This design comes from an exercise in tuning for small area and a short achievable clock period on the open sky130 flow, not from production work. In this exercise RTL edits were held to simulation tests only and were not proved equivalent to the original.

==> flow/design.v (excerpt) <==
module md_seq #(
    parameter int unsigned MUL_CYCLES = 5,
    parameter int unsigned DIV_CYCLES = 10
) (
    input  logic        clk,
    input  logic        rst_n,
    input  logic        start,
    input  logic [1:0]  op,
    input  logic [31:0] a,
    input  logic [31:0] b,
    input  logic        mthi,
    input  logic        mtlo,
    input  logic [31:0] wdata,
    input  logic        md_use_id,
    output logic        busy,
    output logic        stall_md,
    output logic [31:0] hi,
    output logic [31:0] lo
);
Size: ~1600 cells after synthesis, ~170 I/O pins.
Settings: LEC_CHECK=0, CAP_MARGIN=20, CORE_MARGIN=2, CORE_UTILIZATION=60, SLEW_MARGIN=20; clock period 105.0 ns.
standard.sh (not shown) runs the stock make flow with config.mk's settings and CLKGATE_MAP_FILE= SYNTH_SCRIPT=/design/flow/synth_recipe.tcl, a recipe that flattens the netlist after the stock synthesis.
==> flow/flow/run.sh <==
#!/bin/bash
# The standard layout (standard.sh) with three changes:
#  - the port buffers are the smallest buffer cell (buf_1);
#  - ABC maps for area: a copy of the ORFS scripts folder is used whose
#    abc_speed.script drops the delay-driven restructuring (&if -g, &synch2) and
#    lets &nf relax delay (-R 1000); everything else in the copy is unchanged;
#  - timing repair keeps a setup margin of 62.7 ns, which only the input-to-output
#    stall path falls short of, so that path gets buffered and sized.
set -euo pipefail
rm -rf scripts_abc
cp -r "$FLOW_HOME/scripts" scripts_abc
printf '%s\n' '&get -n' '&st' '&syn2' '&dch -f' '&nf -R 1000' '&st' '&dch -f' \
    '&nf -R 1000' '&put' 'buffer -c' 'topo' 'stime -c' 'upsize -c' 'dnsize -c' \
    > scripts_abc/abc_speed.script
diff "$FLOW_HOME/scripts/abc_speed.script" scripts_abc/abc_speed.script > abc_script.diff || true
export SCRIPTS_DIR="$PWD/scripts_abc"
export BUFFER_PORTS_ARGS="-buffer_cell sky130_fd_sc_hd__buf_1"
export SETUP_SLACK_MARGIN=62.7
bash standard.sh > standard.log 2>&1
Rerun with:
--- a/flow/flow/run.sh
+++ b/flow/flow/run.sh
@@ -1,3 +1,3 @@
 #!/bin/bash
-# The standard layout (standard.sh) with three changes:
+# The standard layout (standard.sh) with four changes:
 #  - the port buffers are the smallest buffer cell (buf_1);
@@ -7,3 +7,5 @@
 #  - timing repair keeps a setup margin of 62.7 ns, which only the input-to-output
-#    stall path falls short of, so that path gets buffered and sized.
+#    stall path falls short of, so that path gets buffered and sized;
+#  - clock tree synthesis inserts no dummy load cells (its other options are the
+#    standard flow's).
 set -euo pipefail
@@ -18,2 +20,3 @@
 export SETUP_SLACK_MARGIN=62.7
+export CTS_ARGS="-sink_clustering_enable -repair_clock_nets -dont_use_dummy_load -buf_list sky130_fd_sc_hd__clkbuf_16 -sink_clustering_size 30 -sink_clustering_max_diameter 300"
 bash standard.sh > standard.log 2>&1
The new run passed the timing, DRC and antenna checks.
Worst setup slack hardly moves.
Fmax barely changes.
Final area is lower by 1.3%.
Global-route usage barely changes.
Clock skew is higher by 11 ps.
Cell count is lower by 0.74%.
Non-clock buffer count is unchanged.
Critical path depth does not change.
Via count is lower by 0.79%.
Die area stays the same.
Rerun with:
--- a/flow/flow/run.sh
+++ b/flow/flow/run.sh
@@ -20,3 +20,3 @@
 export SETUP_SLACK_MARGIN=62.7
-export CTS_ARGS="-sink_clustering_enable -repair_clock_nets -dont_use_dummy_load -buf_list sky130_fd_sc_hd__clkbuf_16 -sink_clustering_size 30 -sink_clustering_max_diameter 300"
+export CTS_ARGS="-sink_clustering_enable -repair_clock_nets -dont_use_dummy_load -buf_list sky130_fd_sc_hd__clkbuf_8 -root_buf sky130_fd_sc_hd__clkbuf_16 -sink_clustering_size 6 -sink_clustering_max_diameter 40"
 bash standard.sh > standard.log 2>&1
--- a/flow/config.mk
+++ b/flow/config.mk
@@ -9,3 +9,3 @@
 export CORE_MARGIN = 2
-export CORE_UTILIZATION = 60
+export CORE_UTILIZATION = 75
 export SLEW_MARGIN = 20
Effect: Core utilization increases by 16 points. Critical path depth is unchanged. Synthesized area is unchanged. Setup slack gets worse by 31 ps. Synthesized cell count does not change.

==> what the ideal ports hide <==
No port has a modelled driver above. Below, the same layouts with a new extraction and two added sets of constraints. Step 1 assumes that a clkbuf_16 drives the clock port and a buf_2 every other input. Step 2 adds t to the input delays and takes it off the output delays; t is the mean of the earliest and latest rising clock arrival at the registers after step 1. Input paths then give back, and output paths get back, about the clock's delay inside the block. Three values: ideal ports, drivers, drivers and shift; two values: the first two.
| run | t (ns) | setup WS [ns] | latest minus earliest clock arrival (ns) | slew at the worst register clock pin (ns) |
|---|---|---|---|---|
| the first run | 0.490 | 62.649 / 62.601 / 62.601 | 0.020 / 0.020 | 0.09 / 0.09 |
| the second run | 0.480 | 62.648 / 62.595 / 62.595 | 0.031 / 0.031 | 0.08 / 0.08 |
| the third run | 0.435 | 62.617 / 62.572 / 62.572 | 0.050 / 0.050 | 0.12 / 0.12 |
After both steps every run listed still meets setup and hold. The setup slack of the second run, which loses most, moves by -0.053 ns with the drivers and by -0.053 ns with both steps.
